Context: an optimization exercise on an open-source flow, tuned for small area. The choices shown serve that exercise and are no tape-out recipe.
Only simulation tests tie the RTL to the original design; equivalence was not proved.
Power and IR drop assume default switching activity.

--- flow/design.v ---
`timescale 1ns/10ps
`default_nettype none
package bn_data_pkg;
  typedef logic signed [16-1:0] bn_data_t;
  typedef struct packed {
    logic signed [16-1:0] gamma;
    logic signed [16-1:0] beta;
  } bn_param_t;
  typedef struct packed {
    bn_data_t             data;
    logic [3-1:0] idx;
    logic                 last;
  } bn_sample_t;
  typedef struct packed {
    logic signed [16-1:0] mean;
    logic [4:0]                   k;
  } bn_stats_t;
  typedef struct packed {
    bn_data_t data;
    logic     first;
  } bn_replay_t;
endpackage
`default_nettype wire
`timescale 1ns/10ps
`default_nettype none
package bn_ctrl_pkg;
  typedef enum logic {
    MODE_BYPASS = 1'b0,
    MODE_TRAIN  = 1'b1
  } bn_mode_e;
  typedef enum logic {
    ST_IDLE   = 1'b0,
    ST_GATHER = 1'b1
  } stats_state_e;
  typedef enum logic {
    RP_IDLE = 1'b0,
    RP_RUN  = 1'b1
  } replay_state_e;
endpackage
`default_nettype wire
`timescale 1ns/10ps
`default_nettype none
module bn_mac (input wire [16:0] a, input wire [15:0] b, input wire [15:0] beta, output wire [16:0] q);
  wire one0 = b[0] ^ 1'b0;
  wire two0 = (b[1] & ~b[0] & ~1'b0) | (~b[1] & b[0] & 1'b0);
  wire neg0 = b[1];
  wire n1; bpp_c u1 (.one(one0), .ak(a[0]), .two(two0), .akm1(1'b0), .neg(neg0), .pp(n1));
  wire n2; bpp_c u2 (.one(one0), .ak(a[1]), .two(two0), .akm1(a[0]), .neg(neg0), .pp(n2));
  wire n3; bpp_c u3 (.one(one0), .ak(a[2]), .two(two0), .akm1(a[1]), .neg(neg0), .pp(n3));
  wire n4; bpp_c u4 (.one(one0), .ak(a[3]), .two(two0), .akm1(a[2]), .neg(neg0), .pp(n4));
  wire n5; bpp_c u5 (.one(one0), .ak(a[4]), .two(two0), .akm1(a[3]), .neg(neg0), .pp(n5));
  wire n6; bpp_c u6 (.one(one0), .ak(a[5]), .two(two0), .akm1(a[4]), .neg(neg0), .pp(n6));
  wire n7; bpp_c u7 (.one(one0), .ak(a[6]), .two(two0), .akm1(a[5]), .neg(neg0), .pp(n7));
  wire n8; bpp_c u8 (.one(one0), .ak(a[7]), .two(two0), .akm1(a[6]), .neg(neg0), .pp(n8));
  wire n9; bpp_c u9 (.one(one0), .ak(a[8]), .two(two0), .akm1(a[7]), .neg(neg0), .pp(n9));
  wire n10; bpp_c u10 (.one(one0), .ak(a[9]), .two(two0), .akm1(a[8]), .neg(neg0), .pp(n10));
  wire n11; bpp_c u11 (.one(one0), .ak(a[10]), .two(two0), .akm1(a[9]), .neg(neg0), .pp(n11));
  wire n12; bpp_c u12 (.one(one0), .ak(a[11]), .two(two0), .akm1(a[10]), .neg(neg0), .pp(n12));
  wire n13; bpp_c u13 (.one(one0), .ak(a[12]), .two(two0), .akm1(a[11]), .neg(neg0), .pp(n13));
  wire n14; bpp_c u14 (.one(one0), .ak(a[13]), .two(two0), .akm1(a[12]), .neg(neg0), .pp(n14));
  wire n15; bpp_c u15 (.one(one0), .ak(a[14]), .two(two0), .akm1(a[13]), .neg(neg0), .pp(n15));
  wire n16; bpp_c u16 (.one(one0), .ak(a[15]), .two(two0), .akm1(a[14]), .neg(neg0), .pp(n16));
  wire n17; bpp_c u17 (.one(one0), .ak(a[16]), .two(two0), .akm1(a[15]), .neg(neg0), .pp(n17));
  wire n18; bpp_cn u18 (.one(one0), .ak(a[16]), .two(two0), .akm1(a[16]), .neg(neg0), .pp(n18));
  wire one1 = b[2] ^ b[1];
  wire two1 = (b[3] & ~b[2] & ~b[1]) | (~b[3] & b[2] & b[1]);
  wire neg1 = b[3];
  wire n19; bpp_c u19 (.one(one1), .ak(a[0]), .two(two1), .akm1(1'b0), .neg(neg1), .pp(n19));
  wire n20; bpp_c u20 (.one(one1), .ak(a[1]), .two(two1), .akm1(a[0]), .neg(neg1), .pp(n20));
  wire n21; bpp_c u21 (.one(one1), .ak(a[2]), .two(two1), .akm1(a[1]), .neg(neg1), .pp(n21));
  wire n22; bpp_c u22 (.one(one1), .ak(a[3]), .two(two1), .akm1(a[2]), .neg(neg1), .pp(n22));
  wire n23; bpp_c u23 (.one(one1), .ak(a[4]), .two(two1), .akm1(a[3]), .neg(neg1), .pp(n23));
  wire n24; bpp_c u24 (.one(one1), .ak(a[5]), .two(two1), .akm1(a[4]), .neg(neg1), .pp(n24));
  wire n25; bpp_c u25 (.one(one1), .ak(a[6]), .two(two1), .akm1(a[5]), .neg(neg1), .pp(n25));
  wire n26; bpp_c u26 (.one(one1), .ak(a[7]), .two(two1), .akm1(a[6]), .neg(neg1), .pp(n26));
  wire n27; bpp_c u27 (.one(one1), .ak(a[8]), .two(two1), .akm1(a[7]), .neg(neg1), .pp(n27));
  wire n28; bpp_c u28 (.one(one1), .ak(a[9]), .two(two1), .akm1(a[8]), .neg(neg1), .pp(n28));
  wire n29; bpp_c u29 (.one(one1), .ak(a[10]), .two(two1), .akm1(a[9]), .neg(neg1), .pp(n29));
  wire n30; bpp_c u30 (.one(one1), .ak(a[11]), .two(two1), .akm1(a[10]), .neg(neg1), .pp(n30));
  wire n31; bpp_c u31 (.one(one1), .ak(a[12]), .two(two1), .akm1(a[11]), .neg(neg1), .pp(n31));
  wire n32; bpp_c u32 (.one(one1), .ak(a[13]), .two(two1), .akm1(a[12]), .neg(neg1), .pp(n32));
  wire n33; bpp_c u33 (.one(one1), .ak(a[14]), .two(two1), .akm1(a[13]), .neg(neg1), .pp(n33));
  wire n34; bpp_c u34 (.one(one1), .ak(a[15]), .two(two1), .akm1(a[14]), .neg(neg1), .pp(n34));
  wire n35; bpp_c u35 (.one(one1), .ak(a[16]), .two(two1), .akm1(a[15]), .neg(neg1), .pp(n35));
  wire n36; bpp_cn u36 (.one(one1), .ak(a[16]), .two(two1), .akm1(a[16]), .neg(neg1), .pp(n36));
  wire one2 = b[4] ^ b[3];
  wire two2 = (b[5] & ~b[4] & ~b[3]) | (~b[5] & b[4] & b[3]);
  wire neg2 = b[5];
  wire n37; bpp_c u37 (.one(one2), .ak(a[0]), .two(two2), .akm1(1'b0), .neg(neg2), .pp(n37));
  wire n38; bpp_c u38 (.one(one2), .ak(a[1]), .two(two2), .akm1(a[0]), .neg(neg2), .pp(n38));
  wire n39; bpp_c u39 (.one(one2), .ak(a[2]), .two(two2), .akm1(a[1]), .neg(neg2), .pp(n39));
  wire n40; bpp_c u40 (.one(one2), .ak(a[3]), .two(two2), .akm1(a[2]), .neg(neg2), .pp(n40));
  wire n41; bpp_c u41 (.one(one2), .ak(a[4]), .two(two2), .akm1(a[3]), .neg(neg2), .pp(n41));
  wire n42; bpp_c u42 (.one(one2), .ak(a[5]), .two(two2), .akm1(a[4]), .neg(neg2), .pp(n42));
  wire n43; bpp_c u43 (.one(one2), .ak(a[6]), .two(two2), .akm1(a[5]), .neg(neg2), .pp(n43));
  wire n44; bpp_c u44 (.one(one2), .ak(a[7]), .two(two2), .akm1(a[6]), .neg(neg2), .pp(n44));
  wire n45; bpp_c u45 (.one(one2), .ak(a[8]), .two(two2), .akm1(a[7]), .neg(neg2), .pp(n45));
  wire n46; bpp_c u46 (.one(one2), .ak(a[9]), .two(two2), .akm1(a[8]), .neg(neg2), .pp(n46));
  wire n47; bpp_c u47 (.one(one2), .ak(a[10]), .two(two2), .akm1(a[9]), .neg(neg2), .pp(n47));
  wire n48; bpp_c u48 (.one(one2), .ak(a[11]), .two(two2), .akm1(a[10]), .neg(neg2), .pp(n48));
  wire n49; bpp_c u49 (.one(one2), .ak(a[12]), .two(two2), .akm1(a[11]), .neg(neg2), .pp(n49));
  wire n50; bpp_c u50 (.one(one2), .ak(a[13]), .two(two2), .akm1(a[12]), .neg(neg2), .pp(n50));
  wire n51; bpp_c u51 (.one(one2), .ak(a[14]), .two(two2), .akm1(a[13]), .neg(neg2), .pp(n51));
  wire n52; bpp_c u52 (.one(one2), .ak(a[15]), .two(two2), .akm1(a[14]), .neg(neg2), .pp(n52));
  wire n53; bpp_c u53 (.one(one2), .ak(a[16]), .two(two2), .akm1(a[15]), .neg(neg2), .pp(n53));
  wire n54; bpp_cn u54 (.one(one2), .ak(a[16]), .two(two2), .akm1(a[16]), .neg(neg2), .pp(n54));
  wire one3 = b[6] ^ b[5];
  wire two3 = (b[7] & ~b[6] & ~b[5]) | (~b[7] & b[6] & b[5]);
  wire neg3 = b[7];
  wire n55; bpp_c u55 (.one(one3), .ak(a[0]), .two(two3), .akm1(1'b0), .neg(neg3), .pp(n55));
  wire n56; bpp_c u56 (.one(one3), .ak(a[1]), .two(two3), .akm1(a[0]), .neg(neg3), .pp(n56));
  wire n57; bpp_c u57 (.one(one3), .ak(a[2]), .two(two3), .akm1(a[1]), .neg(neg3), .pp(n57));
  wire n58; bpp_c u58 (.one(one3), .ak(a[3]), .two(two3), .akm1(a[2]), .neg(neg3), .pp(n58));
  wire n59; bpp_c u59 (.one(one3), .ak(a[4]), .two(two3), .akm1(a[3]), .neg(neg3), .pp(n59));
  wire n60; bpp_c u60 (.one(one3), .ak(a[5]), .two(two3), .akm1(a[4]), .neg(neg3), .pp(n60));
  wire n61; bpp_c u61 (.one(one3), .ak(a[6]), .two(two3), .akm1(a[5]), .neg(neg3), .pp(n61));
  wire n62; bpp_c u62 (.one(one3), .ak(a[7]), .two(two3), .akm1(a[6]), .neg(neg3), .pp(n62));
  wire n63; bpp_c u63 (.one(one3), .ak(a[8]), .two(two3), .akm1(a[7]), .neg(neg3), .pp(n63));
  wire n64; bpp_c u64 (.one(one3), .ak(a[9]), .two(two3), .akm1(a[8]), .neg(neg3), .pp(n64));
  wire n65; bpp_c u65 (.one(one3), .ak(a[10]), .two(two3), .akm1(a[9]), .neg(neg3), .pp(n65));
  wire n66; bpp_c u66 (.one(one3), .ak(a[11]), .two(two3), .akm1(a[10]), .neg(neg3), .pp(n66));
  wire n67; bpp_c u67 (.one(one3), .ak(a[12]), .two(two3), .akm1(a[11]), .neg(neg3), .pp(n67));
  wire n68; bpp_c u68 (.one(one3), .ak(a[13]), .two(two3), .akm1(a[12]), .neg(neg3), .pp(n68));
  wire n69; bpp_c u69 (.one(one3), .ak(a[14]), .two(two3), .akm1(a[13]), .neg(neg3), .pp(n69));
  wire n70; bpp_c u70 (.one(one3), .ak(a[15]), .two(two3), .akm1(a[14]), .neg(neg3), .pp(n70));
  wire n71; bpp_c u71 (.one(one3), .ak(a[16]), .two(two3), .akm1(a[15]), .neg(neg3), .pp(n71));
  wire n72; bpp_cn u72 (.one(one3), .ak(a[16]), .two(two3), .akm1(a[16]), .neg(neg3), .pp(n72));
  wire one4 = b[8] ^ b[7];
  wire two4 = (b[9] & ~b[8] & ~b[7]) | (~b[9] & b[8] & b[7]);
  wire neg4 = b[9];
  wire n73; bpp_c u73 (.one(one4), .ak(a[0]), .two(two4), .akm1(1'b0), .neg(neg4), .pp(n73));
  wire n74; bpp_c u74 (.one(one4), .ak(a[1]), .two(two4), .akm1(a[0]), .neg(neg4), .pp(n74));
  wire n75; bpp_c u75 (.one(one4), .ak(a[2]), .two(two4), .akm1(a[1]), .neg(neg4), .pp(n75));
  wire n76; bpp_c u76 (.one(one4), .ak(a[3]), .two(two4), .akm1(a[2]), .neg(neg4), .pp(n76));
  wire n77; bpp_c u77 (.one(one4), .ak(a[4]), .two(two4), .akm1(a[3]), .neg(neg4), .pp(n77));
  wire n78; bpp_c u78 (.one(one4), .ak(a[5]), .two(two4), .akm1(a[4]), .neg(neg4), .pp(n78));
  wire n79; bpp_c u79 (.one(one4), .ak(a[6]), .two(two4), .akm1(a[5]), .neg(neg4), .pp(n79));
  wire n80; bpp_c u80 (.one(one4), .ak(a[7]), .two(two4), .akm1(a[6]), .neg(neg4), .pp(n80));
  wire n81; bpp_c u81 (.one(one4), .ak(a[8]), .two(two4), .akm1(a[7]), .neg(neg4), .pp(n81));
  wire n82; bpp_c u82 (.one(one4), .ak(a[9]), .two(two4), .akm1(a[8]), .neg(neg4), .pp(n82));
  wire n83; bpp_c u83 (.one(one4), .ak(a[10]), .two(two4), .akm1(a[9]), .neg(neg4), .pp(n83));
  wire n84; bpp_c u84 (.one(one4), .ak(a[11]), .two(two4), .akm1(a[10]), .neg(neg4), .pp(n84));
  wire n85; bpp_c u85 (.one(one4), .ak(a[12]), .two(two4), .akm1(a[11]), .neg(neg4), .pp(n85));
  wire n86; bpp_c u86 (.one(one4), .ak(a[13]), .two(two4), .akm1(a[12]), .neg(neg4), .pp(n86));
  wire n87; bpp_c u87 (.one(one4), .ak(a[14]), .two(two4), .akm1(a[13]), .neg(neg4), .pp(n87));
  wire n88; bpp_c u88 (.one(one4), .ak(a[15]), .two(two4), .akm1(a[14]), .neg(neg4), .pp(n88));
  wire n89; bpp_c u89 (.one(one4), .ak(a[16]), .two(two4), .akm1(a[15]), .neg(neg4), .pp(n89));
  wire n90; bpp_cn u90 (.one(one4), .ak(a[16]), .two(two4), .akm1(a[16]), .neg(neg4), .pp(n90));
  wire one5 = b[10] ^ b[9];
  wire two5 = (b[11] & ~b[10] & ~b[9]) | (~b[11] & b[10] & b[9]);
  wire neg5 = b[11];
  wire n91; bpp_c u91 (.one(one5), .ak(a[0]), .two(two5), .akm1(1'b0), .neg(neg5), .pp(n91));
  wire n92; bpp_c u92 (.one(one5), .ak(a[1]), .two(two5), .akm1(a[0]), .neg(neg5), .pp(n92));
  wire n93; bpp_c u93 (.one(one5), .ak(a[2]), .two(two5), .akm1(a[1]), .neg(neg5), .pp(n93));
  wire n94; bpp_c u94 (.one(one5), .ak(a[3]), .two(two5), .akm1(a[2]), .neg(neg5), .pp(n94));
  wire n95; bpp_c u95 (.one(one5), .ak(a[4]), .two(two5), .akm1(a[3]), .neg(neg5), .pp(n95));
  wire n96; bpp_c u96 (.one(one5), .ak(a[5]), .two(two5), .akm1(a[4]), .neg(neg5), .pp(n96));
  wire n97; bpp_c u97 (.one(one5), .ak(a[6]), .two(two5), .akm1(a[5]), .neg(neg5), .pp(n97));
  wire n98; bpp_c u98 (.one(one5), .ak(a[7]), .two(two5), .akm1(a[6]), .neg(neg5), .pp(n98));
  wire n99; bpp_c u99 (.one(one5), .ak(a[8]), .two(two5), .akm1(a[7]), .neg(neg5), .pp(n99));
  wire n100; bpp_c u100 (.one(one5), .ak(a[9]), .two(two5), .akm1(a[8]), .neg(neg5), .pp(n100));
  wire n101; bpp_c u101 (.one(one5), .ak(a[10]), .two(two5), .akm1(a[9]), .neg(neg5), .pp(n101));
  wire n102; bpp_c u102 (.one(one5), .ak(a[11]), .two(two5), .akm1(a[10]), .neg(neg5), .pp(n102));
  wire n103; bpp_c u103 (.one(one5), .ak(a[12]), .two(two5), .akm1(a[11]), .neg(neg5), .pp(n103));
  wire n104; bpp_c u104 (.one(one5), .ak(a[13]), .two(two5), .akm1(a[12]), .neg(neg5), .pp(n104));
  wire n105; bpp_c u105 (.one(one5), .ak(a[14]), .two(two5), .akm1(a[13]), .neg(neg5), .pp(n105));
  wire n106; bpp_c u106 (.one(one5), .ak(a[15]), .two(two5), .akm1(a[14]), .neg(neg5), .pp(n106));
  wire n107; bpp_c u107 (.one(one5), .ak(a[16]), .two(two5), .akm1(a[15]), .neg(neg5), .pp(n107));
  wire n108; bpp_cn u108 (.one(one5), .ak(a[16]), .two(two5), .akm1(a[16]), .neg(neg5), .pp(n108));
  wire one6 = b[12] ^ b[11];
  wire two6 = (b[13] & ~b[12] & ~b[11]) | (~b[13] & b[12] & b[11]);
  wire neg6 = b[13];
  wire n109; bpp_c u109 (.one(one6), .ak(a[0]), .two(two6), .akm1(1'b0), .neg(neg6), .pp(n109));
  wire n110; bpp_c u110 (.one(one6), .ak(a[1]), .two(two6), .akm1(a[0]), .neg(neg6), .pp(n110));
  wire n111; bpp_c u111 (.one(one6), .ak(a[2]), .two(two6), .akm1(a[1]), .neg(neg6), .pp(n111));
  wire n112; bpp_c u112 (.one(one6), .ak(a[3]), .two(two6), .akm1(a[2]), .neg(neg6), .pp(n112));
  wire n113; bpp_c u113 (.one(one6), .ak(a[4]), .two(two6), .akm1(a[3]), .neg(neg6), .pp(n113));
  wire n114; bpp_c u114 (.one(one6), .ak(a[5]), .two(two6), .akm1(a[4]), .neg(neg6), .pp(n114));
  wire n115; bpp_c u115 (.one(one6), .ak(a[6]), .two(two6), .akm1(a[5]), .neg(neg6), .pp(n115));
  wire n116; bpp_c u116 (.one(one6), .ak(a[7]), .two(two6), .akm1(a[6]), .neg(neg6), .pp(n116));
  wire n117; bpp_c u117 (.one(one6), .ak(a[8]), .two(two6), .akm1(a[7]), .neg(neg6), .pp(n117));
  wire n118; bpp_c u118 (.one(one6), .ak(a[9]), .two(two6), .akm1(a[8]), .neg(neg6), .pp(n118));
  wire n119; bpp_c u119 (.one(one6), .ak(a[10]), .two(two6), .akm1(a[9]), .neg(neg6), .pp(n119));
  wire n120; bpp_c u120 (.one(one6), .ak(a[11]), .two(two6), .akm1(a[10]), .neg(neg6), .pp(n120));
  wire n121; bpp_c u121 (.one(one6), .ak(a[12]), .two(two6), .akm1(a[11]), .neg(neg6), .pp(n121));
  wire n122; bpp_c u122 (.one(one6), .ak(a[13]), .two(two6), .akm1(a[12]), .neg(neg6), .pp(n122));
  wire n123; bpp_c u123 (.one(one6), .ak(a[14]), .two(two6), .akm1(a[13]), .neg(neg6), .pp(n123));
  wire n124; bpp_c u124 (.one(one6), .ak(a[15]), .two(two6), .akm1(a[14]), .neg(neg6), .pp(n124));
  wire n125; bpp_c u125 (.one(one6), .ak(a[16]), .two(two6), .akm1(a[15]), .neg(neg6), .pp(n125));
  wire n126; bpp_cn u126 (.one(one6), .ak(a[16]), .two(two6), .akm1(a[16]), .neg(neg6), .pp(n126));
  wire one7 = b[14] ^ b[13];
  wire two7 = (b[15] & ~b[14] & ~b[13]) | (~b[15] & b[14] & b[13]);
  wire neg7 = b[15];
  wire n127; bpp_c u127 (.one(one7), .ak(a[0]), .two(two7), .akm1(1'b0), .neg(neg7), .pp(n127));
  wire n128; bpp_c u128 (.one(one7), .ak(a[1]), .two(two7), .akm1(a[0]), .neg(neg7), .pp(n128));
  wire n129; bpp_c u129 (.one(one7), .ak(a[2]), .two(two7), .akm1(a[1]), .neg(neg7), .pp(n129));
  wire n130; bpp_c u130 (.one(one7), .ak(a[3]), .two(two7), .akm1(a[2]), .neg(neg7), .pp(n130));
  wire n131; bpp_c u131 (.one(one7), .ak(a[4]), .two(two7), .akm1(a[3]), .neg(neg7), .pp(n131));
  wire n132; bpp_c u132 (.one(one7), .ak(a[5]), .two(two7), .akm1(a[4]), .neg(neg7), .pp(n132));
  wire n133; bpp_c u133 (.one(one7), .ak(a[6]), .two(two7), .akm1(a[5]), .neg(neg7), .pp(n133));
  wire n134; bpp_c u134 (.one(one7), .ak(a[7]), .two(two7), .akm1(a[6]), .neg(neg7), .pp(n134));
  wire n135; bpp_c u135 (.one(one7), .ak(a[8]), .two(two7), .akm1(a[7]), .neg(neg7), .pp(n135));
  wire n136; bpp_c u136 (.one(one7), .ak(a[9]), .two(two7), .akm1(a[8]), .neg(neg7), .pp(n136));
  wire n137; bpp_c u137 (.one(one7), .ak(a[10]), .two(two7), .akm1(a[9]), .neg(neg7), .pp(n137));
  wire n138; bpp_c u138 (.one(one7), .ak(a[11]), .two(two7), .akm1(a[10]), .neg(neg7), .pp(n138));
  wire n139; bpp_c u139 (.one(one7), .ak(a[12]), .two(two7), .akm1(a[11]), .neg(neg7), .pp(n139));
  wire n140; bpp_c u140 (.one(one7), .ak(a[13]), .two(two7), .akm1(a[12]), .neg(neg7), .pp(n140));
  wire n141; bpp_c u141 (.one(one7), .ak(a[14]), .two(two7), .akm1(a[13]), .neg(neg7), .pp(n141));
  wire n142; bpp_c u142 (.one(one7), .ak(a[15]), .two(two7), .akm1(a[14]), .neg(neg7), .pp(n142));
  wire n143; bpp_c u143 (.one(one7), .ak(a[16]), .two(two7), .akm1(a[15]), .neg(neg7), .pp(n143));
  wire n144; bpp_cn u144 (.one(one7), .ak(a[16]), .two(two7), .akm1(a[16]), .neg(neg7), .pp(n144));
  wire n145 = ~beta[15];
  wire n146 = ~n18;
  wire n147 = ~n35;
  wire n148 = ~n53;
  wire n149 = ~n71;
  wire n150 = ~n89;
  wire n151 = ~n107;
  wire n152 = ~n125;
  wire n153 = ~n143;
  wire n154 = ~beta[11];
  wire n155 = ~beta[12];
  wire n156 = ~beta[13];
  wire n157 = ~beta[14];
  wire n158, n159; ha_c u145 (.a(n11), .b(n27), .s(n158), .co(n159));
  wire n160, n161; ha_c u146 (.a(n12), .b(n28), .s(n160), .co(n161));
  wire n162, n163; fa_c u147 (.a(n13), .b(n29), .c(n45), .s(n162), .co(n163));
  wire n164, n165; ha_c u148 (.a(n61), .b(n77), .s(n164), .co(n165));
  wire n166, n167; fa_c u149 (.a(n14), .b(n30), .c(n46), .s(n166), .co(n167));
  wire n168, n169; ha_c u150 (.a(n62), .b(n78), .s(n168), .co(n169));
  wire n170, n171; fa_c u151 (.a(n15), .b(n31), .c(n47), .s(n170), .co(n171));
  wire n172, n173; fa_c u152 (.a(n63), .b(n79), .c(n95), .s(n172), .co(n173));
  wire n174, n175; ha_c u153 (.a(n111), .b(n127), .s(n174), .co(n175));
  wire n176, n177; fa_c u154 (.a(n16), .b(n32), .c(n48), .s(n176), .co(n177));
  wire n178, n179; fa_c u155 (.a(n64), .b(n80), .c(n96), .s(n178), .co(n179));
  wire n180, n181; ha_c u156 (.a(n112), .b(n128), .s(n180), .co(n181));
  wire n182, n183; fa_c u157 (.a(n17), .b(n33), .c(n49), .s(n182), .co(n183));
  wire n184, n185; fa_c u158 (.a(n65), .b(n81), .c(n97), .s(n184), .co(n185));
  wire n186, n187; ha_c u159 (.a(n113), .b(n129), .s(n186), .co(n187));
  wire n188, n189; fa_c u160 (.a(n34), .b(n50), .c(n66), .s(n188), .co(n189));
  wire n190, n191; fa_c u161 (.a(n82), .b(n98), .c(n114), .s(n190), .co(n191));
  wire n192, n193; ha_c u162 (.a(n130), .b(n146), .s(n192), .co(n193));
  wire n194, n195; fa_c u163 (.a(n51), .b(n67), .c(n83), .s(n194), .co(n195));
  wire n196, n197; fa_c u164 (.a(n99), .b(n115), .c(n131), .s(n196), .co(n197));
  wire n198, n199; ha_c u165 (.a(n18), .b(n147), .s(n198), .co(n199));
  wire n200, n201; fa_c u166 (.a(n36), .b(n52), .c(n68), .s(n200), .co(n201));
  wire n202, n203; fa_c u167 (.a(n84), .b(n100), .c(n116), .s(n202), .co(n203));
  wire n204, n205; ha_c u168 (.a(n132), .b(n35), .s(n204), .co(n205));
  wire n206, n207; fa_c u169 (.a(n69), .b(n85), .c(n101), .s(n206), .co(n207));
  wire n208, n209; ha_c u170 (.a(n117), .b(n133), .s(n208), .co(n209));
  wire n210, n211; fa_c u171 (.a(n54), .b(n70), .c(n86), .s(n210), .co(n211));
  wire n212, n213; fa_c u172 (.a(n102), .b(n118), .c(n134), .s(n212), .co(n213));
  wire n214, n215; fa_c u173 (.a(n87), .b(n103), .c(n119), .s(n214), .co(n215));
  wire n216, n217; fa_c u174 (.a(n72), .b(n88), .c(n104), .s(n216), .co(n217));
  wire n218, n219; ha_c u175 (.a(n7), .b(n23), .s(n218), .co(n219));
  wire n220, n221; ha_c u176 (.a(n8), .b(n24), .s(n220), .co(n221));
  wire n222, n223; fa_c u177 (.a(n9), .b(n25), .c(n41), .s(n222), .co(n223));
  wire n224, n225; ha_c u178 (.a(n57), .b(n73), .s(n224), .co(n225));
  wire n226, n227; fa_c u179 (.a(n10), .b(n26), .c(n42), .s(n226), .co(n227));
  wire n228, n229; ha_c u180 (.a(n58), .b(n74), .s(n228), .co(n229));
  wire n230, n231; fa_c u181 (.a(n43), .b(n59), .c(n75), .s(n230), .co(n231));
  wire n232, n233; fa_c u182 (.a(n91), .b(neg5), .c(n158), .s(n232), .co(n233));
  wire n234, n235; fa_c u183 (.a(n44), .b(n60), .c(n76), .s(n234), .co(n235));
  wire n236, n237; fa_c u184 (.a(n92), .b(n160), .c(n159), .s(n236), .co(n237));
  wire n238, n239; fa_c u185 (.a(n93), .b(n109), .c(neg6), .s(n238), .co(n239));
  wire n240, n241; fa_c u186 (.a(n162), .b(n164), .c(n161), .s(n240), .co(n241));
  wire n242, n243; fa_c u187 (.a(n94), .b(n110), .c(n166), .s(n242), .co(n243));
  wire n244, n245; fa_c u188 (.a(n168), .b(n163), .c(n165), .s(n244), .co(n245));
  wire n246, n247; fa_c u189 (.a(neg7), .b(n170), .c(n172), .s(n246), .co(n247));
  wire n248, n249; fa_c u190 (.a(n174), .b(n167), .c(n169), .s(n248), .co(n249));
  wire n250, n251; fa_c u191 (.a(n176), .b(n178), .c(n180), .s(n250), .co(n251));
  wire n252, n253; fa_c u192 (.a(n171), .b(n173), .c(n175), .s(n252), .co(n253));
  wire n254, n255; fa_c u193 (.a(n182), .b(n184), .c(n186), .s(n254), .co(n255));
  wire n256, n257; fa_c u194 (.a(n177), .b(n179), .c(n181), .s(n256), .co(n257));
  wire n258, n259; fa_c u195 (.a(n188), .b(n190), .c(n192), .s(n258), .co(n259));
  wire n260, n261; fa_c u196 (.a(n183), .b(n185), .c(n187), .s(n260), .co(n261));
  wire n262, n263; fa_c u197 (.a(n194), .b(n196), .c(n198), .s(n262), .co(n263));
  wire n264, n265; fa_c u198 (.a(n189), .b(n191), .c(n193), .s(n264), .co(n265));
  wire n266, n267; fa_c u199 (.a(n200), .b(n202), .c(n204), .s(n266), .co(n267));
  wire n268, n269; fa_c u200 (.a(n195), .b(n197), .c(n199), .s(n268), .co(n269));
  wire n270, n271; fa_c u201 (.a(n148), .b(n206), .c(n208), .s(n270), .co(n271));
  wire n272, n273; fa_c u202 (.a(n201), .b(n203), .c(n205), .s(n272), .co(n273));
  wire n274, n275; fa_c u203 (.a(beta[0]), .b(n53), .c(n210), .s(n274), .co(n275));
  wire n276, n277; fa_c u204 (.a(n212), .b(n207), .c(n209), .s(n276), .co(n277));
  wire n278, n279; fa_c u205 (.a(n135), .b(beta[1]), .c(n149), .s(n278), .co(n279));
  wire n280, n281; fa_c u206 (.a(n214), .b(n211), .c(n213), .s(n280), .co(n281));
  wire n282, n283; fa_c u207 (.a(n120), .b(n136), .c(beta[2]), .s(n282), .co(n283));
  wire n284, n285; fa_c u208 (.a(n71), .b(n216), .c(n215), .s(n284), .co(n285));
  wire n286, n287; fa_c u209 (.a(n105), .b(n121), .c(n137), .s(n286), .co(n287));
  wire n288, n289; fa_c u210 (.a(beta[3]), .b(n150), .c(n217), .s(n288), .co(n289));
  wire n290, n291; fa_c u211 (.a(n90), .b(n106), .c(n122), .s(n290), .co(n291));
  wire n292, n293; fa_c u212 (.a(n138), .b(beta[4]), .c(n89), .s(n292), .co(n293));
  wire n294, n295; fa_c u213 (.a(n123), .b(n139), .c(beta[5]), .s(n294), .co(n295));
  wire n296, n297; fa_c u214 (.a(n108), .b(n124), .c(n140), .s(n296), .co(n297));
  wire n298, n299; ha_c u215 (.a(n5), .b(n21), .s(n298), .co(n299));
  wire n300, n301; ha_c u216 (.a(n6), .b(n22), .s(n300), .co(n301));
  wire n302, n303; fa_c u217 (.a(n39), .b(n55), .c(neg3), .s(n302), .co(n303));
  wire n304, n305; fa_c u218 (.a(n40), .b(n56), .c(n220), .s(n304), .co(n305));
  wire n306, n307; fa_c u219 (.a(neg4), .b(n222), .c(n224), .s(n306), .co(n307));
  wire n308, n309; fa_c u220 (.a(n226), .b(n228), .c(n223), .s(n308), .co(n309));
  wire n310, n311; fa_c u221 (.a(n230), .b(n232), .c(n227), .s(n310), .co(n311));
  wire n312, n313; fa_c u222 (.a(n234), .b(n236), .c(n231), .s(n312), .co(n313));
  wire n314, n315; fa_c u223 (.a(n238), .b(n240), .c(n235), .s(n314), .co(n315));
  wire n316, n317; fa_c u224 (.a(n242), .b(n244), .c(n239), .s(n316), .co(n317));
  wire n318, n319; fa_c u225 (.a(n246), .b(n248), .c(n243), .s(n318), .co(n319));
  wire n320, n321; fa_c u226 (.a(n250), .b(n252), .c(n247), .s(n320), .co(n321));
  wire n322, n323; fa_c u227 (.a(n254), .b(n256), .c(n251), .s(n322), .co(n323));
  wire n324, n325; fa_c u228 (.a(n258), .b(n260), .c(n255), .s(n324), .co(n325));
  wire n326, n327; fa_c u229 (.a(n262), .b(n264), .c(n259), .s(n326), .co(n327));
  wire n328, n329; fa_c u230 (.a(n266), .b(n268), .c(n263), .s(n328), .co(n329));
  wire n330, n331; fa_c u231 (.a(n270), .b(n272), .c(n267), .s(n330), .co(n331));
  wire n332, n333; fa_c u232 (.a(n274), .b(n276), .c(n271), .s(n332), .co(n333));
  wire n334, n335; fa_c u233 (.a(n278), .b(n280), .c(n275), .s(n334), .co(n335));
  wire n336, n337; fa_c u234 (.a(n282), .b(n284), .c(n279), .s(n336), .co(n337));
  wire n338, n339; fa_c u235 (.a(n286), .b(n288), .c(n283), .s(n338), .co(n339));
  wire n340, n341; fa_c u236 (.a(n290), .b(n292), .c(n287), .s(n340), .co(n341));
  wire n342, n343; fa_c u237 (.a(n151), .b(n294), .c(n291), .s(n342), .co(n343));
  wire n344, n345; fa_c u238 (.a(beta[6]), .b(n107), .c(n296), .s(n344), .co(n345));
  wire n346, n347; fa_c u239 (.a(n141), .b(beta[7]), .c(n152), .s(n346), .co(n347));
  wire n348, n349; fa_c u240 (.a(n126), .b(n142), .c(beta[8]), .s(n348), .co(n349));
  wire n350, n351; ha_c u241 (.a(n3), .b(n19), .s(n350), .co(n351));
  wire n352, n353; ha_c u242 (.a(n4), .b(n20), .s(n352), .co(n353));
  wire n354, n355; fa_c u243 (.a(n37), .b(neg2), .c(n298), .s(n354), .co(n355));
  wire n356, n357; fa_c u244 (.a(n38), .b(n300), .c(n299), .s(n356), .co(n357));
  wire n358, n359; fa_c u245 (.a(n218), .b(n302), .c(n301), .s(n358), .co(n359));
  wire n360, n361; fa_c u246 (.a(n219), .b(n304), .c(n303), .s(n360), .co(n361));
  wire n362, n363; fa_c u247 (.a(n221), .b(n306), .c(n305), .s(n362), .co(n363));
  wire n364, n365; fa_c u248 (.a(n225), .b(n308), .c(n307), .s(n364), .co(n365));
  wire n366, n367; fa_c u249 (.a(n229), .b(n310), .c(n309), .s(n366), .co(n367));
  wire n368, n369; fa_c u250 (.a(n233), .b(n312), .c(n311), .s(n368), .co(n369));
  wire n370, n371; fa_c u251 (.a(n237), .b(n314), .c(n313), .s(n370), .co(n371));
  wire n372, n373; fa_c u252 (.a(n241), .b(n316), .c(n315), .s(n372), .co(n373));
  wire n374, n375; fa_c u253 (.a(n245), .b(n318), .c(n317), .s(n374), .co(n375));
  wire n376, n377; fa_c u254 (.a(n249), .b(n320), .c(n319), .s(n376), .co(n377));
  wire n378, n379; fa_c u255 (.a(n253), .b(n322), .c(n321), .s(n378), .co(n379));
  wire n380, n381; fa_c u256 (.a(n257), .b(n324), .c(n323), .s(n380), .co(n381));
  wire n382, n383; fa_c u257 (.a(n261), .b(n326), .c(n325), .s(n382), .co(n383));
  wire n384, n385; fa_c u258 (.a(n265), .b(n328), .c(n327), .s(n384), .co(n385));
  wire n386, n387; fa_c u259 (.a(n269), .b(n330), .c(n329), .s(n386), .co(n387));
  wire n388, n389; fa_c u260 (.a(n273), .b(n332), .c(n331), .s(n388), .co(n389));
  wire n390, n391; fa_c u261 (.a(n277), .b(n334), .c(n333), .s(n390), .co(n391));
  wire n392, n393; fa_c u262 (.a(n281), .b(n336), .c(n335), .s(n392), .co(n393));
  wire n394, n395; fa_c u263 (.a(n285), .b(n338), .c(n337), .s(n394), .co(n395));
  wire n396, n397; fa_c u264 (.a(n289), .b(n340), .c(n339), .s(n396), .co(n397));
  wire n398, n399; fa_c u265 (.a(n293), .b(n342), .c(n341), .s(n398), .co(n399));
  wire n400, n401; fa_c u266 (.a(n295), .b(n344), .c(n343), .s(n400), .co(n401));
  wire n402, n403; fa_c u267 (.a(n297), .b(n346), .c(n345), .s(n402), .co(n403));
  wire n404, n405; fa_c u268 (.a(n125), .b(n348), .c(n347), .s(n404), .co(n405));
  wire n406, n407; fa_c u269 (.a(beta[9]), .b(n153), .c(n349), .s(n406), .co(n407));
  wire n408, n409; fa_c u270 (.a(n144), .b(beta[10]), .c(n143), .s(n408), .co(n409));
  wire n410 = n1 & neg0;
  wire n411 = n2 & n410;
  wire n412; or_c u271 (.a(neg1), .b(n350), .y(n412));
  wire n413 = (neg1 & n350) | (n411 & n412);
  wire n414; or_c u272 (.a(n352), .b(n351), .y(n414));
  wire n415 = (n352 & n351) | (n413 & n414);
  wire n416; or_c u273 (.a(n354), .b(n353), .y(n416));
  wire n417 = (n354 & n353) | (n415 & n416);
  wire n418; or_c u274 (.a(n356), .b(n355), .y(n418));
  wire n419 = (n356 & n355) | (n417 & n418);
  wire n420; or_c u275 (.a(n358), .b(n357), .y(n420));
  wire n421 = (n358 & n357) | (n419 & n420);
  wire n422; or_c u276 (.a(n360), .b(n359), .y(n422));
  wire n423 = (n360 & n359) | (n421 & n422);
  wire n424; or_c u277 (.a(n362), .b(n361), .y(n424));
  wire n425 = (n362 & n361) | (n423 & n424);
  wire n426; or_c u278 (.a(n364), .b(n363), .y(n426));
  wire n427 = (n364 & n363) | (n425 & n426);
  wire n428; or_c u279 (.a(n366), .b(n365), .y(n428));
  wire n429 = (n366 & n365) | (n427 & n428);
  wire n430; or_c u280 (.a(n368), .b(n367), .y(n430));
  wire n431 = (n368 & n367) | (n429 & n430);
  wire n432; or_c u281 (.a(n370), .b(n369), .y(n432));
  wire n433 = (n370 & n369) | (n431 & n432);
  wire n434; or_c u282 (.a(n372), .b(n371), .y(n434));
  wire n435 = (n372 & n371) | (n433 & n434);
  wire n436; or_c u283 (.a(n374), .b(n373), .y(n436));
  wire n437 = (n374 & n373) | (n435 & n436);
  wire n438; or_c u284 (.a(n376), .b(n375), .y(n438));
  wire n439 = (n376 & n375) | (n437 & n438);
  wire n440; or_c u285 (.a(n378), .b(n377), .y(n440));
  wire n441 = (n378 & n377) | (n439 & n440);
  wire n442; or_c u286 (.a(n380), .b(n379), .y(n442));
  wire n443 = (n380 & n379) | (n441 & n442);
  wire n444; or_c u287 (.a(n382), .b(n381), .y(n444));
  wire n445 = (n382 & n381) | (n443 & n444);
  wire n446; or_c u288 (.a(n384), .b(n383), .y(n446));
  wire n447 = (n384 & n383) | (n445 & n446);
  wire n448; or_c u289 (.a(n386), .b(n385), .y(n448));
  wire n449 = (n386 & n385) | (n447 & n448);
  wire n450, n451; ha_c u290 (.a(n388), .b(n387), .s(n450), .co(n451));
  wire n452; xor_c u291 (.a(n450), .b(n449), .y(n452));
  wire n453; ao_c u292 (.g(n451), .p(n450), .c(n449), .co(n453));
  wire n454, n455; ha_c u293 (.a(n390), .b(n389), .s(n454), .co(n455));
  wire n456; xor_c u294 (.a(n454), .b(n453), .y(n456));
  wire n457; ao_c u295 (.g(n455), .p(n454), .c(n453), .co(n457));
  wire n458, n459; ha_c u296 (.a(n392), .b(n391), .s(n458), .co(n459));
  wire n460; xor_c u297 (.a(n458), .b(n457), .y(n460));
  wire n461; ao_c u298 (.g(n459), .p(n458), .c(n457), .co(n461));
  wire n462, n463; ha_c u299 (.a(n394), .b(n393), .s(n462), .co(n463));
  wire n464; xor_c u300 (.a(n462), .b(n461), .y(n464));
  wire n465; ao_c u301 (.g(n463), .p(n462), .c(n461), .co(n465));
  wire n466, n467; ha_c u302 (.a(n396), .b(n395), .s(n466), .co(n467));
  wire n468; xor_c u303 (.a(n466), .b(n465), .y(n468));
  wire n469; ao_c u304 (.g(n467), .p(n466), .c(n465), .co(n469));
  wire n470, n471; ha_c u305 (.a(n398), .b(n397), .s(n470), .co(n471));
  wire n472; xor_c u306 (.a(n470), .b(n469), .y(n472));
  wire n473; ao_c u307 (.g(n471), .p(n470), .c(n469), .co(n473));
  wire n474, n475; ha_c u308 (.a(n400), .b(n399), .s(n474), .co(n475));
  wire n476; xor_c u309 (.a(n474), .b(n473), .y(n476));
  wire n477; ao_c u310 (.g(n475), .p(n474), .c(n473), .co(n477));
  wire n478, n479; ha_c u311 (.a(n402), .b(n401), .s(n478), .co(n479));
  wire n480; xor_c u312 (.a(n478), .b(n477), .y(n480));
  wire n481; ao_c u313 (.g(n479), .p(n478), .c(n477), .co(n481));
  wire n482, n483; ha_c u314 (.a(n404), .b(n403), .s(n482), .co(n483));
  wire n484; xor_c u315 (.a(n482), .b(n481), .y(n484));
  wire n485; ao_c u316 (.g(n483), .p(n482), .c(n481), .co(n485));
  wire n486, n487; ha_c u317 (.a(n406), .b(n405), .s(n486), .co(n487));
  wire n488; xor_c u318 (.a(n486), .b(n485), .y(n488));
  wire n489; ao_c u319 (.g(n487), .p(n486), .c(n485), .co(n489));
  wire n490, n491; ha_c u320 (.a(n408), .b(n407), .s(n490), .co(n491));
  wire n492; xor_c u321 (.a(n490), .b(n489), .y(n492));
  wire n493; ao_c u322 (.g(n491), .p(n490), .c(n489), .co(n493));
  wire n494, n495; ha_c u323 (.a(n154), .b(n409), .s(n494), .co(n495));
  wire n496; xor_c u324 (.a(n494), .b(n493), .y(n496));
  wire n497; ao_c u325 (.g(n495), .p(n494), .c(n493), .co(n497));
  wire n498, n499; ha_c u326 (.a(beta[11]), .b(n155), .s(n498), .co(n499));
  wire n500; xor_c u327 (.a(n498), .b(n497), .y(n500));
  wire n501; ao_c u328 (.g(n499), .p(n498), .c(n497), .co(n501));
  wire n502, n503; ha_c u329 (.a(beta[12]), .b(n156), .s(n502), .co(n503));
  wire n504; xor_c u330 (.a(n502), .b(n501), .y(n504));
  wire n505; ao_c u331 (.g(n503), .p(n502), .c(n501), .co(n505));
  wire n506, n507; ha_c u332 (.a(beta[13]), .b(n157), .s(n506), .co(n507));
  wire n508; xor_c u333 (.a(n506), .b(n505), .y(n508));
  wire n509; ao_c u334 (.g(n507), .p(n506), .c(n505), .co(n509));
  wire n510, n511; ha_c u335 (.a(n145), .b(beta[14]), .s(n510), .co(n511));
  wire n512; xor_c u336 (.a(n510), .b(n509), .y(n512));
  wire n513; ao_c u337 (.g(n511), .p(n510), .c(n509), .co(n513));
  wire n514, n515; ha_c u338 (.a(1'b1), .b(n513), .s(n514), .co(n515));
  assign q = {n514, n512, n508, n504, n500, n496, n492, n488, n484, n480, n476, n472, n468, n464, n460, n456, n452};
endmodule
module fa_c (input wire a, input wire b, input wire c, output wire s, output wire co);
  assign s  = a ^ b ^ c;
  assign co = (a & b) | (c & (a ^ b));
endmodule
module ha_c (input wire a, input wire b, output wire s, output wire co);
  assign s  = a ^ b;
  assign co = a & b;
endmodule
module or_c (input wire a, input wire b, output wire y);
  assign y = a | b;
endmodule
module bpp_c (input wire one, input wire ak, input wire two, input wire akm1, input wire neg, output wire pp);
  assign pp = ((one & ak) | (two & akm1)) ^ neg;
endmodule
module bpp_cn (input wire one, input wire ak, input wire two, input wire akm1, input wire neg, output wire pp);
  assign pp = ~(((one & ak) | (two & akm1)) ^ neg);
endmodule
module ao_c (input wire g, input wire p, input wire c, output wire co);
  assign co = g | (p & c);
endmodule
module xor_c (input wire a, input wire b, output wire y);
  assign y = a ^ b;
endmodule
`default_nettype wire
`timescale 1ns/10ps
`default_nettype none
module bn_top
(
  input  logic           clk_i,
  input  logic           rst_n_i,
  input  logic [15:0]    x_i,
  input  logic           x_valid_i,
  input  logic           mode_i,
  input  logic [31:0]    param_i,
  input  logic           param_valid_i,
  output logic [15:0]    y_o,
  output logic           y_valid_o
);
  logic [15:0] mem_q [8];
  logic [2:0]  idx_q;        
  logic [2:0]  rp_idx_q;     
  logic        rp_on_q;      
  logic        pv_q;         
  logic        byp_q;        
  logic [18:0] sum_q;
  logic [15:0] mxn_q, mn_q;
  logic [15:0] mean_q;
  logic [3:0]  sh_q;               
  logic [15:0] gam_q, bet_q;       
  logic [15:0] bgam_q, bbet_q;     
  logic [16:0] p_q;
  logic train, restart, last, first;
  assign train   = x_valid_i && mode_i;
  assign restart = (idx_q == 3'd0);
  assign last    = train && (idx_q == 3'd7);
  assign first   = rp_on_q && (rp_idx_q == 3'd0);
  logic [7:0]  rsel;
  logic [15:0] rd;
  always_comb begin
    rd = '0;
    for (int i = 0; i < 8; i++) begin
      rsel[i] = (rp_idx_q == 3'(i));
      rd = rd | ({16{rsel[i]}} & mem_q[i]);
    end
  end
  always_ff @(posedge clk_i) begin
    for (int i = 0; i < 8; i++)
      if (x_valid_i && idx_q == 3'(i)) mem_q[i] <= x_i;
  end
  logic [18:0] sum_nx;
  logic [15:0] xn;
  logic        x_gt, x_lt;
  assign xn = ~x_i;
  rc_add #(.W(19)) u_sum (
    .a  (sum_q & {19{!restart}}),
    .b  ({{3{x_i[15]}}, x_i}),
    .ci (1'b0),
    .s  (sum_nx)
  );
  rc_carry #(.W(16)) u_gt (
    .a  ({~x_i[15], x_i[14:0]}),
    .b  ({~mxn_q[15], mxn_q[14:0]}),
    .ci (1'b0),
    .co (x_gt)
  );
  rc_carry #(.W(16)) u_lt (
    .a  ({~mn_q[15], mn_q[14:0]}),
    .b  ({~xn[15], xn[14:0]}),
    .ci (1'b0),
    .co (x_lt)
  );
  always_ff @(posedge clk_i) begin
    if (train) sum_q <= sum_nx;
    if (train && (restart || x_gt)) mxn_q <= xn;
    if (train && (restart || x_lt)) mn_q <= x_i;
    if (last) mean_q <= sum_nx[18:3];
  end
  logic [15:0] rsum, range;
  logic [3:0]  sh_nx, sh;
  rc_add #(.W(16)) u_range (.a(mxn_q), .b(mn_q), .ci(1'b0), .s(rsum));
  assign range = ~rsum;
  always_comb begin
    sh_nx = 4'd13;
    for (int i = 3; i < 16; i++)
      if (range[i]) sh_nx = 4'(15 - i);
  end
  assign sh = first ? sh_nx : sh_q;
  logic [16:0] ndiff, diff, dsh;
  rc_add #(.W(17)) u_diff (
    .a  ({mean_q[15], mean_q}),
    .b  (~{rd[15], rd}),
    .ci (1'b0),
    .s  (ndiff)
  );
  assign diff = ~ndiff;
  assign dsh  = diff << sh;
  always_ff @(posedge clk_i) begin
    if (first) begin
      sh_q   <= sh_nx;
      bgam_q <= gam_q;
      bbet_q <= bet_q;
    end
    p_q <= dsh;
  end
  logic [16:0] acc;
  logic [15:0] y_nx;
  bn_mac u_mac (.a(p_q), .b(bgam_q), .beta(bbet_q), .q(acc));
  assign y_nx = (acc[16] != acc[15]) ? {acc[16], {15{!acc[16]}}} : acc[15:0];
  always_ff @(posedge clk_i) begin
    y_o <= pv_q ? y_nx : rd;
  end
  always_ff @(posedge clk_i) begin
    if (!rst_n_i) begin
      idx_q     <= '0;
      rp_idx_q  <= '0;
      rp_on_q   <= 1'b0;
      pv_q      <= 1'b0;
      byp_q     <= 1'b0;
      y_valid_o <= 1'b0;
      gam_q     <= 16'h0100;
      bet_q     <= '0;
    end else begin
      if (train) idx_q <= idx_q + 3'd1;
      if (rp_on_q) rp_idx_q <= rp_idx_q + 3'd1;
      rp_on_q   <= last || (rp_on_q && rp_idx_q != 3'd7);
      pv_q      <= rp_on_q;
      byp_q     <= x_valid_i && !mode_i;
      y_valid_o <= pv_q || byp_q;
      if (param_valid_i) begin
        gam_q <= param_i[31:16];
        bet_q <= param_i[15:0];
      end
    end
  end
endmodule
module rc_add #(parameter int W = 8)
(
  input  wire [W-1:0] a,
  input  wire [W-1:0] b,
  input  wire         ci,
  output wire [W-1:0] s
);
  wire [W:0] c;
  assign c[0] = ci;
  genvar i;
  generate for (i = 0; i < W; i++) begin : g_bit
    if (i == W-1) begin : g_top
      assign s[i] = a[i] ^ b[i] ^ c[i];
    end else begin : g_fa
      fa_c u_fa (.a(a[i]), .b(b[i]), .c(c[i]), .s(s[i]), .co(c[i+1]));
    end
  end endgenerate
endmodule
module rc_carry #(parameter int W = 8)
(
  input  wire [W-1:0] a,
  input  wire [W-1:0] b,
  input  wire         ci,
  output wire         co
);
  wire [W:0] c;
  wire [W-1:0] o;
  assign c[0] = ci;
  genvar i;
  generate for (i = 0; i < W; i++) begin : g_bit
    or_c u_or (.a(a[i]), .b(b[i]), .y(o[i]));
    assign c[i+1] = (a[i] & b[i]) | (c[i] & o[i]);
  end endgenerate
  assign co = c[W];
endmodule
`default_nettype wire
--- flow/flow/run.sh ---
#!/bin/bash
# Standard ORFS layout with these changes: combinational cells that synthesis
# upsized start at drive strength 1 (placement repair upsizes where needed),
# the clock tree uses clkbuf_4 and no dummy loads, and port buffers are buf_1.
set -euo pipefail
export RESULTS=$PWD/orfs/results/${FLOW_PLATFORM:-sky130hd}/bn_top/base
bash standard.sh synth > synth.log 2>&1
openroad -no_init -exit flow/downsize.tcl > downsize.log 2>&1
bash standard.sh \
  "CTS_ARGS=-sink_clustering_enable -repair_clock_nets -dont_use_dummy_load -buf_list sky130_fd_sc_hd__clkbuf_4" \
  "BUFFER_PORTS_ARGS=-buffer_cell sky130_fd_sc_hd__buf_1" \
  finish > layout.log 2>&1
--- flow/flow/downsize.tcl ---
# Set every combinational cell that synthesis upsized back to its smallest
# drive strength (_1); placement and timing repair upsize again where needed.
# Registers, tie cells and buffers are left alone.
set R $::env(RESULTS)
read_db $R/1_synth.odb
set db [ord::get_db]
set block [ord::get_db_block]
set n 0
foreach inst [$block getInsts] {
  set m [[$inst getMaster] getName]
  if {![regexp {^(sky130_fd_sc_hd__([a-z0-9]+))_([0-9]+)$} $m -> base kind sz]} { continue }
  if {$sz <= 1} { continue }
  if {[regexp {^(df|edf|sdf|dl|conb|tap|fill|decap|clk|buf|dlygate|probe|lpflow)} $kind]} { continue }
  set new [$db findMaster ${base}_1]
  if {$new eq "NULL" || $new eq ""} { continue }
  $inst swapMaster $new
  incr n
}
puts "downsized $n instances"
write_db $R/1_synth.odb
--- flow/standard.sh ---
#!/bin/bash
# synth_recipe.tcl (not shown) runs the flow's synth.tcl, then flattens the netlist and writes it again
# the make line also repeats each setting of config.mk as NAME=value (left out here)
make -C /OpenROAD-flow-scripts/flow DESIGN_CONFIG=/design/flow/config.mk WORK_HOME=/design/flow/orfs CLKGATE_MAP_FILE= SYNTH_SCRIPT=/design/flow/synth_recipe.tcl "${@:-finish}"
--- flow/config.mk ---
export PLATFORM = sky130hd
export DESIGN_NAME = bn_top
export DESIGN_NICKNAME = bn_top
export VERILOG_FILES = /design/flow/design.v
export SDC_FILE = /design/flow/constraint.sdc
export NUM_CORES = 4
export LEC_CHECK = 0
export CAP_MARGIN = 20
export CORE_MARGIN = 2
export CORE_UTILIZATION = 50
export SLEW_MARGIN = 20
export SYNTH_HIERARCHICAL = 1
--- flow/constraint.sdc ---
create_clock -name core_clock -period 15.0 [get_ports {clk_i}]
set_input_delay 3.0000 -clock core_clock [delete_from_list [all_inputs] [get_ports {clk_i}]]
set_output_delay 3.0000 -clock core_clock [all_outputs]
set_load 0.01 [all_outputs]
==> flow_summary.yaml <==
sta:
  timing.final.crit_share: 0.680
  rsz0062_at_grt: "false"
  holdWs_ps: 428
  timing.slew.headroom: 0.246
  finalSetupTns_ps: 0
  final_critical_path_time_including_i_o_delays_and_setup_ps: 10200
  fmaxAchievable_ghz: 0.0981
  fin_skew_ps: 166
  report.final.hold_viol_count: 0
  finalSetupViolations: 0
  final_max_slew_viol_count: 0
  smallest_setup_slack_after_layout_ps: 4800
  worst_slew_pin_slew_ps: 1130
hold_path:
  worstHoldPathType: "flop to flop"
placement:
  hpwl_mm: 32.1
  port_buffers: 69
  gp_routability_congestion: 0.862
  dpl_worst_slack_ps: 4110
worst_setup_path:
  critical_path.endpoint_type: "flop"
  worst_ep_required_time_ps: 15400
  critical_path_peak_fanout: 13
  crit_path_frequent_cell: "sky130_fd_sc_hd__fa_1"
  critical_path.max_stage_delay_ps: 430
  worstPathCellList: "buf_1 -> buf_4 -> fa_1 -> fa_1 -> fa_1 -> fa_1 -> fa_1 -> fa_1 -> fa_1 -> fa_1 -> fa_1 -> fa_1 -> fa_1 -> fa_1 -> fa_1 -> fa_1 -> fa_1 -> fa_1 -> fa_1 -> fa_1 -> xor3_1"
  critPathLaunchType: "input port"
  worstSetupPathType: "input port to flop"
  slowest_stage: "sky130_fd_sc_hd__fa_1"
  worst-r2r-setup-slack_ps: 5820
  cp.arrival_ps: 10600
clock_network:
  tritoncts: "built"
  root_buffer: "sky130_fd_sc_hd__clkbuf_4"
  clk_path_buf_depth: 3
  cts_made_buffers: 78
  worst_skew_pair.late_latency_ps: 770
  cts_setup_buffers: 0
  cts_htree_levels: 3
  hold_buffers: 0
  cts_num_sinks: 306
  clk_pin_slew_ps: 60
  post_cts_resized: 0
pwr:
  pwr-share-comb: 0.409
  leakage_nw: 7.52
  netSwitchingFraction: 0.363
  pwr_density_cell_nw_per_um2: 125
  vdd.ir_drop.worst_uv: 119
  share_seq_of_total_power: 0.387
  power_switching_mw: 0.932
  cellInternalPower_mw: 1.64
  pwr-share-clk: 0.204
grt:
  globalRouteOverflowTotal: 0
  grt_start_max_net_pins: 36
  antenna_violations_before_repair: 3
  vias_in_the_first_global_route: 12877
  grt_pass1_wl_mm: 73.7
  grt.total_usage: 0.248
routing:
  num_vias: 12761
  met3_routed_wl_mm: 3.41
  met2_length_mm: 20.9
  mean_routed_wirelength_per_cell_um: 21.9
  detailedRoute.firstIterationViolations: 1319
  drt_pass1_iterations: 6
  post-route-drc-count: 0
  topRoutingLayerUsed: "met4"
  detail_route.vias_per_cell: 5.95
  detail_route.wirelength.met1_mm: 21.9
  final_antenna_net_count: 0
  routed_wl_mm: 47.0
die:
  dieHeight_um: 199
  die-area_um2: 39500
  ioPinCount: 70
  placementRows: 71
  die_width_um: 199
  initial_core_util: 0.505
  core_area_um2: 37500
synth:
  ys.warnings.count: 8
  syn_area_per_cell_um2: 12.8
  mappedNetlistArea_um2: 18900
  synthesis.instances: 1479
finish:
  drive_gt1_frac: 0.0846
  nets: 1890
  syn_to_final_growth_pct: 8.80
outcome:
  result_of_the_run: "no timing/DRC/antenna violations"
run:
  max-cap-violations: 0
[final cells by class]
type / count / area (um^2)
fill: 3307 / 16900
timing repair buffer: 122 / 658
inverter: 50 / 188
multi-input combinational: 1075 / 10100
antenna: 4 / 10.0
tap: 511 / 639
sequential: 306 / 8400
clock buffer: 78 / 586
[stage by stage]
stage	area [um^2]	power, mW	util	instances
after floorplan	19000	1.91	-	1490
after global placement	20000	2.03	0.534	2063
after detailed placement	20000	2.05	0.534	2063
after CTS	20600	2.58	0.549	2141
after global routing	20600	2.76	0.550	2146
final	20600	2.57	0.550	2146
[path summary, 6_finish.rpt]
| kind | from | endpoint | cells past startpoint |
|---|---|---|---|
| worst max-delay path | x_i[0] | mean_q[15]$_DFFE_PP_ | 21 |
| worst min register to register | bet_q[11]$_SDFFE_PN0P_ | bbet_q[11]$_DFFE_PP_ | 0 |
| worst max register to register | mxn_q[0]$_DFFE_PP_ | p_q[15]$_DFF_P_ | 21 |
| worst min-delay path | bet_q[11]$_SDFFE_PN0P_ | bbet_q[11]$_DFFE_PP_ | 0 |
[worst max-delay path: cells and delay by family]
kind / cells / cell delay [ps]
adder cells (fa/ha/maj): 18 / 7120
XOR/XNOR: 1 / 220
buffers and inverters: 2 / 240
[sequential cells by signal, indices dropped and copies added (netlist names), 4 cells and up]
| register | cells |
|---|---|
| mem_q | 128 |
| sum_q | 19 |
| p_q | 17 |
| bbet_q | 16 |
| bet_q | 16 |
| bgam_q | 16 |
| gam_q | 16 |
| mean_q | 16 |
| mn_q | 16 |
| mxn_q | 16 |
| y_o | 16 |
| sh_q | 4 |
[placed cells by master, fill, tap and decap left out, types with 4 or more instances in the layout]
cell type,instances
sky130_fd_sc_hd__nand3b_1,6
sky130_fd_sc_hd__xnor2_1,137
sky130_fd_sc_hd__and2_1,28
sky130_fd_sc_hd__nand4_1,7
sky130_fd_sc_hd__a21o_1,20
sky130_fd_sc_hd__and3_1,7
sky130_fd_sc_hd__xor2_1,29
sky130_fd_sc_hd__nor3_1,8
sky130_fd_sc_hd__fa_1,156
sky130_fd_sc_hd__a32oi_1,6
sky130_fd_sc_hd__mux2_1,6
sky130_fd_sc_hd__conb_1,14
sky130_fd_sc_hd__diode_2,4
sky130_fd_sc_hd__or2_1,51
sky130_fd_sc_hd__buf_1,68
sky130_fd_sc_hd__ha_1,48
sky130_fd_sc_hd__nand3_1,16
sky130_fd_sc_hd__mux2i_1,74
sky130_fd_sc_hd__clkbuf_4,79
sky130_fd_sc_hd__nand2b_1,7
sky130_fd_sc_hd__a21oi_1,35
sky130_fd_sc_hd__inv_1,49
sky130_fd_sc_hd__o21ai_0,5
sky130_fd_sc_hd__nand2_1,60
sky130_fd_sc_hd__a31oi_1,4
sky130_fd_sc_hd__edfxtp_1,227
sky130_fd_sc_hd__o21ai_1,7
sky130_fd_sc_hd__o22ai_1,4
sky130_fd_sc_hd__nor2_1,42
sky130_fd_sc_hd__a222oi_1,50
sky130_fd_sc_hd__a22oi_1,157
sky130_fd_sc_hd__nor2b_1,42
sky130_fd_sc_hd__dfxtp_1,79
sky130_fd_sc_hd__a221oi_1,14
sky130_fd_sc_hd__buf_4,52
[power groups by stage]
stage	clock network, mW	registers [mW]	logic (mW)
4_1_cts	0.544	0.993	1.05
5_1_grt	0.582	0.998	1.18
2_1_floorplan	0	0.995	0.910
6_report	0.523	0.994	1.05
3_3_place_gp	0	1.01	1.02
3_5_place_dp	0	1.01	1.04
[metal layers]
metal  vias to the layer above  global-route usage
met4                         0              0.0727
met1                      6420               0.374
met5                         -                   0
li1                       5795                   -
met3                        65              0.0465
met2                       481               0.364

## separate check: timing with driven ports
The results above use ideal ports. As a check the final layout listed here was re-extracted and re-timed, cells and wires unchanged.
Step 1: set_driving_cell puts a clkbuf_16 on clk_i and a buf_2 on each other input, an assumption about the parent block.
Step 2 also shifts input and output timing later by t, the mid clock arrival at the registers, as if the neighbouring blocks saw the same clock.
Slacks: ideal ports / drivers / drivers and shift; pairs: ideal ports / drivers.
t, ns: 0.742
slack for setup (ns): 4.801 / 4.834 / 4.092
worst setup path after step 2: input to register
worst register clock-pin slew, ns: 0.07 / 0.07
worst slew at a driven data input, ns: 0.05
After both steps this run still meets setup and hold. The setup slack of this run moves by +0.033 ns with the drivers and by -0.709 ns with both steps.
